What follows belongs to an exercise in optimizing a design on an open flow for small area and a short achievable clock period; a production flow would make more cautious choices. The RTL was checked by simulation tests, not by an equivalence proof against the original design. Power figures rest on the tool's default switching activity, not on a simulated workload.

--- flow/run.sh ---
#!/bin/bash
# synth_recipe.tcl (not shown) runs the flow's synth.tcl, then flattens the netlist and writes it again
# the make line also repeats each setting of config.mk as NAME=value (left out here)
make -C /OpenROAD-flow-scripts/flow DESIGN_CONFIG=/design/flow/config.mk WORK_HOME=/design/flow/orfs CLKGATE_MAP_FILE= SYNTH_SCRIPT=/design/flow/synth_recipe.tcl finish
--- flow/config.mk ---
export PLATFORM = sky130hd
export DESIGN_NAME = rat_ckpt
export DESIGN_NICKNAME = rat_ckpt
export VERILOG_FILES = /design/flow/design.v
export SDC_FILE = /design/flow/constraint.sdc
export NUM_CORES = 4
export LEC_CHECK = 0
export CAP_MARGIN = 20
export CORE_MARGIN = 2
export CORE_UTILIZATION = 30
export SETUP_SLACK_MARGIN = 0.1
export SLEW_MARGIN = 20
--- flow/constraint.sdc ---
create_clock -name core_clock -period 5.5 [get_ports {clk}]
set_input_delay 1.1000 -clock core_clock [delete_from_list [all_inputs] [get_ports {clk}]]
set_output_delay 1.1000 -clock core_clock [all_outputs]
set_load 0.01 [all_outputs]
--- flow/design.v ---
package rename_pkg;
  localparam int unsigned ARCH_REGS = 32;
  localparam int unsigned PHYS_REGS = 64;
  localparam int unsigned RENAME_W  = 2;
  localparam int unsigned NUM_CKPT  = 4;
  localparam int unsigned PHYS_W = $clog2(PHYS_REGS);
  localparam int unsigned ARCH_W = $clog2(ARCH_REGS);
  localparam int unsigned CKPT_W = $clog2(NUM_CKPT);
  localparam int unsigned LANE_W = (RENAME_W > 1) ? $clog2(RENAME_W) : 1;
endpackage
module rat_bypass #(
  parameter int unsigned Lane = 0
) (
  input  logic [rename_pkg::ARCH_REGS-1:0][rename_pkg::PHYS_W-1:0]                                   spec_rat,
  input  logic [rename_pkg::RENAME_W-1:0]                        wr_en,
  input  logic [rename_pkg::RENAME_W-1:0][rename_pkg::ARCH_W-1:0] wr_rd,
  input  logic [rename_pkg::RENAME_W-1:0][rename_pkg::PHYS_W-1:0] wr_pd,
  input  logic [rename_pkg::ARCH_W-1:0]                                      rs1,
  input  logic [rename_pkg::ARCH_W-1:0]                                      rs2,
  input  logic [rename_pkg::ARCH_W-1:0]                                      rd,
  output logic [rename_pkg::PHYS_W-1:0]                                      rs1_phys,
  output logic [rename_pkg::PHYS_W-1:0]                                      rs2_phys,
  output logic [rename_pkg::PHYS_W-1:0]                                      rd_old
);
  always_comb begin
    rs1_phys = spec_rat[rs1];
    rs2_phys = spec_rat[rs2];
    rd_old   = spec_rat[rd];
    for (int j = 0; j < int'(Lane); j++) begin
      if (wr_en[j] && (wr_rd[j] == rs1)) rs1_phys = wr_pd[j];
      if (wr_en[j] && (wr_rd[j] == rs2)) rs2_phys = wr_pd[j];
      if (wr_en[j] && (wr_rd[j] == rd))  rd_old   = wr_pd[j];
    end
    if (rs1 == '0) rs1_phys = '0;
    if (rs2 == '0) rs2_phys = '0;
    if (rd == '0)  rd_old   = '0;
  end
endmodule
module rat_ckpt
(
  input  logic                         clk,
  input  logic                         rst_n,
  input  logic [rename_pkg::RENAME_W*rename_pkg::ARCH_W-1:0]   rs1_arch,
  input  logic [rename_pkg::RENAME_W*rename_pkg::ARCH_W-1:0]   rs2_arch,
  input  logic [rename_pkg::RENAME_W*rename_pkg::ARCH_W-1:0]   rd_arch,
  input  logic [rename_pkg::RENAME_W-1:0]          rename_valid,
  input  logic [rename_pkg::RENAME_W-1:0]          rename_uses_rd,
  input  logic [rename_pkg::RENAME_W*rename_pkg::PHYS_W-1:0]   rename_pd_new,
  output logic [rename_pkg::RENAME_W*rename_pkg::PHYS_W-1:0]   rs1_phys,
  output logic [rename_pkg::RENAME_W*rename_pkg::PHYS_W-1:0]   rs2_phys,
  output logic [rename_pkg::RENAME_W*rename_pkg::PHYS_W-1:0]   rd_old_phys,
  input  logic                         ckpt_alloc_valid,
  input  logic [rename_pkg::LANE_W-1:0]            ckpt_lane,
  output logic                         ckpt_alloc_ready,
  output logic [rename_pkg::CKPT_W-1:0]            ckpt_alloc_id,
  input  logic                         ckpt_free_valid,
  input  logic                         ckpt_restore_valid,
  input  logic [rename_pkg::CKPT_W-1:0]            ckpt_restore_id,
  output logic [rename_pkg::CKPT_W:0]              ckpt_count,
  input  logic [rename_pkg::RENAME_W-1:0]          commit_valid,
  input  logic [rename_pkg::RENAME_W*rename_pkg::ARCH_W-1:0]   commit_rd_arch,
  input  logic [rename_pkg::RENAME_W*rename_pkg::PHYS_W-1:0]   commit_pd,
  input  logic                         flush_valid
);
  logic [rename_pkg::RENAME_W-1:0][rename_pkg::ARCH_W-1:0] bus_rs1_arch;
  logic [rename_pkg::RENAME_W-1:0][rename_pkg::ARCH_W-1:0] bus_rs2_arch;
  logic [rename_pkg::RENAME_W-1:0][rename_pkg::ARCH_W-1:0] bus_rd_arch;
  logic [rename_pkg::RENAME_W-1:0][rename_pkg::PHYS_W-1:0] bus_rename_pd_new;
  logic [rename_pkg::RENAME_W-1:0][rename_pkg::PHYS_W-1:0] bus_rs1_phys;
  logic [rename_pkg::RENAME_W-1:0][rename_pkg::PHYS_W-1:0] bus_rs2_phys;
  logic [rename_pkg::RENAME_W-1:0][rename_pkg::PHYS_W-1:0] bus_rd_old_phys;
  logic [rename_pkg::RENAME_W-1:0][rename_pkg::ARCH_W-1:0] bus_commit_rd_arch;
  logic [rename_pkg::RENAME_W-1:0][rename_pkg::PHYS_W-1:0] bus_commit_pd;
  assign bus_rs1_arch       = rs1_arch;
  assign bus_rs2_arch       = rs2_arch;
  assign bus_rd_arch        = rd_arch;
  assign bus_rename_pd_new  = rename_pd_new;
  assign bus_commit_rd_arch = commit_rd_arch;
  assign bus_commit_pd      = commit_pd;
  assign rs1_phys           = bus_rs1_phys;
  assign rs2_phys           = bus_rs2_phys;
  assign rd_old_phys        = bus_rd_old_phys;
  localparam int unsigned RENAME_W  = rename_pkg::RENAME_W;
  localparam int unsigned ARCH_REGS = rename_pkg::ARCH_REGS;
  localparam int unsigned NUM_CKPT  = rename_pkg::NUM_CKPT;
  localparam int unsigned PHYS_W    = rename_pkg::PHYS_W;
  localparam int unsigned CKPT_W    = rename_pkg::CKPT_W;
  logic [rename_pkg::ARCH_REGS-1:0][rename_pkg::PHYS_W-1:0]  spec_rat_q, spec_rat_d;
  logic [rename_pkg::ARCH_REGS-1:0][rename_pkg::PHYS_W-1:0]  arch_rat_q;
  logic [rename_pkg::ARCH_REGS-1:0][rename_pkg::PHYS_W-1:0]  ckpt_q [NUM_CKPT];
  logic [rename_pkg::CKPT_W-1:0]  head_q, head_d;
  logic [rename_pkg::CKPT_W-1:0]  tail_q, tail_d;
  logic [rename_pkg::CKPT_W:0] count_q, count_d;
  logic [rename_pkg::ARCH_REGS-1:0][rename_pkg::PHYS_W-1:0]  rename_map;
  logic [rename_pkg::ARCH_REGS-1:0][rename_pkg::PHYS_W-1:0]  ckpt_map;
  logic [rename_pkg::ARCH_REGS-1:0][rename_pkg::PHYS_W-1:0]  commit_map;
  logic [rename_pkg::ARCH_REGS-1:0][rename_pkg::PHYS_W-1:0]  identity;
  logic [RENAME_W-1:0]   lane_wr;
  logic                  alloc_ok;
  logic                  free_ok;
  logic                  ckpt_wr;
  for (genvar r = 0; r < int'(ARCH_REGS); r++) begin : g_identity
    assign identity[r] = PHYS_W'(r);
  end
  assign lane_wr = rename_valid & rename_uses_rd;
  for (genvar g = 0; g < int'(RENAME_W); g++) begin : g_lane
    rat_bypass #(
      .Lane(g)
    ) u_bypass (
      .spec_rat(spec_rat_q),
      .wr_en   (lane_wr),
      .wr_rd   (bus_rd_arch),
      .wr_pd   (bus_rename_pd_new),
      .rs1     (bus_rs1_arch[g]),
      .rs2     (bus_rs2_arch[g]),
      .rd      (bus_rd_arch[g]),
      .rs1_phys(bus_rs1_phys[g]),
      .rs2_phys(bus_rs2_phys[g]),
      .rd_old  (bus_rd_old_phys[g])
    );
  end
  always_comb begin
    rename_map = spec_rat_q;
    ckpt_map   = spec_rat_q;
    for (int i = 0; i < int'(RENAME_W); i++) begin
      if (lane_wr[i] && (bus_rd_arch[i] != '0)) begin
        rename_map[bus_rd_arch[i]] = bus_rename_pd_new[i];
        if (i <= int'(ckpt_lane)) ckpt_map[bus_rd_arch[i]] = bus_rename_pd_new[i];
      end
    end
  end
  always_comb begin
    commit_map = arch_rat_q;
    for (int i = 0; i < int'(RENAME_W); i++) begin
      if (commit_valid[i] && (bus_commit_rd_arch[i] != '0)) begin
        commit_map[bus_commit_rd_arch[i]] = bus_commit_pd[i];
      end
    end
  end
  assign ckpt_alloc_ready = (count_q < (CKPT_W+1)'(NUM_CKPT));
  assign ckpt_alloc_id    = tail_q;
  assign ckpt_count       = count_q;
  assign alloc_ok = ckpt_alloc_valid && ckpt_alloc_ready;
  assign free_ok  = ckpt_free_valid && (count_q != '0);
  assign ckpt_wr  = alloc_ok && !flush_valid && !ckpt_restore_valid;
  always_comb begin
    spec_rat_d = rename_map;
    head_d     = head_q;
    tail_d     = tail_q;
    count_d    = count_q;
    if (flush_valid) begin
      spec_rat_d = commit_map;
      head_d     = '0;
      tail_d     = '0;
      count_d    = '0;
    end else if (ckpt_restore_valid) begin
      spec_rat_d = ckpt_q[ckpt_restore_id];
      tail_d     = ckpt_restore_id + CKPT_W'(1);
      head_d     = head_q + CKPT_W'(free_ok);
      count_d    = (CKPT_W+1)'(CKPT_W'(ckpt_restore_id - head_q)) + (CKPT_W+1)'(1)
                   - (CKPT_W+1)'(free_ok);
    end else begin
      tail_d  = tail_q + CKPT_W'(alloc_ok);
      head_d  = head_q + CKPT_W'(free_ok);
      count_d = count_q + (CKPT_W+1)'(alloc_ok) - (CKPT_W+1)'(free_ok);
    end
  end
  always_ff @(posedge clk) begin
    if (!rst_n) begin
      spec_rat_q <= identity;
      arch_rat_q <= identity;
      head_q     <= '0;
      tail_q     <= '0;
      count_q    <= '0;
    end else begin
      spec_rat_q <= spec_rat_d;
      arch_rat_q <= commit_map;
      head_q     <= head_d;
      tail_q     <= tail_d;
      count_q    <= count_d;
    end
  end
  always_ff @(posedge clk) begin
    if (rst_n && ckpt_wr) ckpt_q[tail_q] <= ckpt_map;
  end
endmodule
==> flow_summary.json <==
{
  "drive_gt1_frac": 0.311,
  "yosysMostFrequentCell": "edfxtp_1",
  "core_mm2": 0.225,
  "fin_crit_ns": 5.28,
  "whs_endpoint": "arch_rat_q[114]$_SDFF_PN1_",
  "fmax_mhz": 189,
  "die_y_um": 481,
  "fin_skew_ns": 0.0565,
  "routabilityCongestion": 1.18,
  "finalSetupTns_ns": 0,
  "cp_max_fo": 5,
  "worstReg2RegEnd": "count_q[2]$_SDFF_PP0_",
  "fin_nets": 7148,
  "clock_latency_ns": 0.84,
  "fillCellCount": 21900,
  "hold_buffers": 0,
  "hold_path_startpoint": "arch_rat_q[114]$_SDFF_PN1_",
  "multi_input_area_mm2": 0.0353,
  "hold_path.class": "register to register",
  "vias_per_cell": 6.60,
  "worstSetupEndpointType": "register",
  "grt_pass1_wl_um": 537000,
  "final.period_utilization": 0.960,
  "dieArea_mm2": 0.231,
  "dpl.hpwl_um": 308000,
  "syn_nets": 6116,
  "start_kind": "input port",
  "ir_worst_vdd_uv": 265,
  "drt_iter0_drc": 12100,
  "ys_warn_count": 3,
  "yosysTopAreaCellShare": 0.338,
  "synth.area.top_cells": "edfxtp_1 34%, mux4_2 18%, dfxtp_1 11%",
  "vias": 67000,
  "rows": 174,
  "avgSynthCellArea_um2": 11.4,
  "arrival_ns": 5.95,
  "dieWidth_um": 481,
  "wl_per_cell_um": 39.5,
  "syn_to_final_growth_pct": 27.7,
  "leakage_nw": 30.3,
  "rsz0062_at_grt": "no",
  "htreeDepth": 4,
  "ctsRootBufferMaster": "clkbuf_16",
  "ant_nets": 0,
  "drt_pass1_iterations": 9,
  "portBuffers": 120,
  "min_path_cells": 1,
  "io-pin-count": 121,
  "finalSetupViolCount": 0,
  "grt_usage": 0.337,
  "reg2reg_slack_ns": 3.02,
  "grt_max_degree": 84,
  "ys_top_cells_by_count": "768 x edfxtp_1, 615 x nor2_1, 552 x mux4_2",
  "crit_type": "input port to register",
  "tightest_slew_ns": 1.21,
  "cts_sinks": 1159,
  "power.density_mw_per_mm2": 310,
  "yosysTopAreaCell": "edfxtp_1",
  "ys_ff_latch": 1159,
  "r2r_start": "count_q[1]$_SDFF_PP0_",
  "route.detailed.drc": 0,
  "cts_buffers": 135,
  "synth_edf_count": 768,
  "clkTransAtPathRegs_ns": 0.06,
  "ys_types": 106,
  "hold_violations": 0,
  "syn_inst": 5981,
  "drt_wl_total_um": 401000,
  "rr_worst_depth": 12,
  "grt_pass1_vias": 63000,
  "status": "timing/DRC/antenna clean",
  "synth_area_mm2": 0.0681,
  "start_util": 0.302,
  "antenna_found_initial": 32,
  "cts_tree": "done",
  "synth_async_sr_flop_share": 0,
  "final_util": 0.386,
  "grt_overflow_total": 0,
  "seq_area_frac_synth": 0.453,
  "max_slew_margin": 0.189,
  "slew_viol_final": 0,
  "ys.flop_type": "edfxtp_1",
  "cap_violations": 0,
  "critPathRequiredTime_ns": 6.17,
  "seq_area_mm2": 0.0309,
  "cts_buffer_depth": 3
}
per-stage QoR:
| step | instance area [µm²] | setup slack (ns) | total power, mW | cells | hold WS (ns) |
|---|---|---|---|---|---|
| CTS | 86900 | 0.205 | 26.5 | 10100 | 0.501 |
| floorplan | 68200 | -1.77 | 13.1 | 5981 | 0.447 |
| global route | 87000 | 0.109 | 27.3 | 10100 | 0.506 |
| detailed placement | 82300 | -0.607 | 17.2 | 9866 | 0.482 |
| finish | 87000 | 0.220 | 26.9 | 10100 | 0.506 |
| global placement | 82300 | -0.498 | 17.2 | 9866 | 0.491 |
cell usage in the layout (no fill, tap or decap), types with 29 or more instances in the layout:
| cell type | instances |
|---|---|
| a31oi_1 | 54 |
| o2bb2ai_1 | 51 |
| and3_1 | 34 |
| or3_1 | 29 |
| nand2_1 | 466 |
| nand3_1 | 200 |
| buf_12 | 106 |
| edfxtp_1 | 768 |
| dfxtp_1 | 391 |
| a21oi_1 | 206 |
| mux4_2 | 552 |
| o221ai_1 | 68 |
| nor3_1 | 138 |
| a32oi_1 | 59 |
| nor2_1 | 605 |
| o221a_2 | 30 |
| nand4_1 | 38 |
| a22oi_1 | 243 |
| mux2i_1 | 45 |
| a211oi_1 | 79 |
| clkbuf_16 | 137 |
| buf_4 | 1189 |
| o211ai_1 | 39 |
| and2_1 | 51 |
| o21ai_0 | 265 |
| a22o_1 | 94 |
| clkdlybuf4s50_1 | 103 |
| ha_1 | 51 |
| o22ai_1 | 247 |
| a32o_1 | 32 |
| a221oi_1 | 30 |
| inv_1 | 53 |
per-layer routing:
metal / vias up / share of wire / GRT usage
met3: 1341 / 0.15 / 0.139
met2: 5662 / 0.40 / 0.467
met1: 33600 / 0.36 / 0.420
met4: 20 / 0.091 / 0.244
met5: - / 0.0010 / 0
li1: 26300 / - / -
state kept, by name, indices dropped and copies added, names as in the netlist:
| register | flops |
|---|---|
| ckpt_q | 768 |
| tail_q | 2 |
| spec_rat_q | 192 |
| arch_rat_q | 192 |
| count_q | 3 |
| head_q | 2 |
power breakdown:
group | internal [mW] | switching, mW
logic | 2.69 | 4.76
clock network | 5.42 | 4.03
registers | 9.55 | 0.515
worst max-delay path by stage:
| stage | start | to | slack (ns) | cells after the start |
|---|---|---|---|---|
| 6_report | commit_rd_arch[0] | spec_rat_q[72]$_SDFF_PN0_ | 0.22 | 20 |
| 5_1_grt | commit_rd_arch[0] | spec_rat_q[69]$_SDFF_PN1_ | 0.11 | 20 |
| 4_1_cts | rd_arch[8] | rd_old_phys[8] | 0.20 | 9 |
| 3_5_place_dp | commit_rd_arch[0] | spec_rat_q[67]$_SDFF_PN1_ | -0.61 | 20 |
| 3_3_place_gp | commit_rd_arch[0] | spec_rat_q[67]$_SDFF_PN1_ | -0.50 | 20 |
| 2_1_floorplan | ckpt_restore_valid | ckpt_q[2][0]$_DFFE_PP_ | -1.77 | 6 |
critical path: stages:
cell,delay [ns]
clkdlybuf4s50_1,0.50
ha_1,0.28
fa_1,0.41
and3b_1,0.21
nor4_1,0.24
buf_4,0.16
nor2_1,0.05
nor4_1,0.28
ha_1,0.22
and2_1,0.14
nand2_1,0.09
nor3_1,0.30
a22oi_1,0.12
buf_4,0.22
nor2_1,0.25
buf_4,0.24
nand2_1,0.08
a22o_1,0.18
a22oi_1,0.69
o21ai_0,0.16
timing repair:
action                                  in CTS  in global routing
hold endpoints to repair                     0                  0
setup buffers                                0                  1
gates resized for setup                      0                  6
endpoints found under the setup margin       0                 13
cells by family (layout without fill, tap and decap cells):
| logic type | count (synthesis) | in the layout | synth area share |
|---|---|---|---|
| AO/OA/AOI/OAI | 1793 | 1793 | 0.189 |
| buffers and inverters | 572 | 1711 | 0.0325 |
| other | 0 | 25 | 0 |
| multiplexers | 602 | 602 | 0.190 |
| adder cells (fa/ha/maj) | 56 | 56 | 0.0108 |
| flip-flops | 1159 | 1159 | 0.453 |
| AND/OR/NAND/NOR | 1743 | 1743 | 0.116 |
| XOR/XNOR | 56 | 56 | 0.00784 |
area by class of cell:
type,count,share of cell area
tap,2992,0.0430
inverter,59,0.00263
clock inverter,76,0.0117
clock buffer,168,0.0412
multi-input combinational,4250,0.406
sequential,1159,0.355
timing repair buffer,1408,0.140
antenna,25,0.000719

-- static timing again, ports no longer ideal --
No port has a modelled driver above. Below, the same layout with a new extraction and two added sets of constraints.
Step 1 assumes that a clkbuf_16 drives the clock port and a buf_2 every other input.
Step 2, shift: input delay + t, output delay - t, t = (earliest + latest rising clock arrival at the registers) / 2. This alone moves slack from input paths to output paths.
Slacks: ideal ports / drivers / drivers and shift; pairs: ideal ports / drivers.
t (ns): 0.899
setup WS [ns]: 0.220 / 0.219 / -0.631
clock arrival spread, ns: 0.060 / 0.060
worst slew at a driven data input, ns: 0.06
pins driven straight from the clock port: 1
Met with ideal ports but missed after step 2: setup timing in this run. The setup slack of this run moves by -0.001 ns with the drivers and by -0.851 ns with both steps.
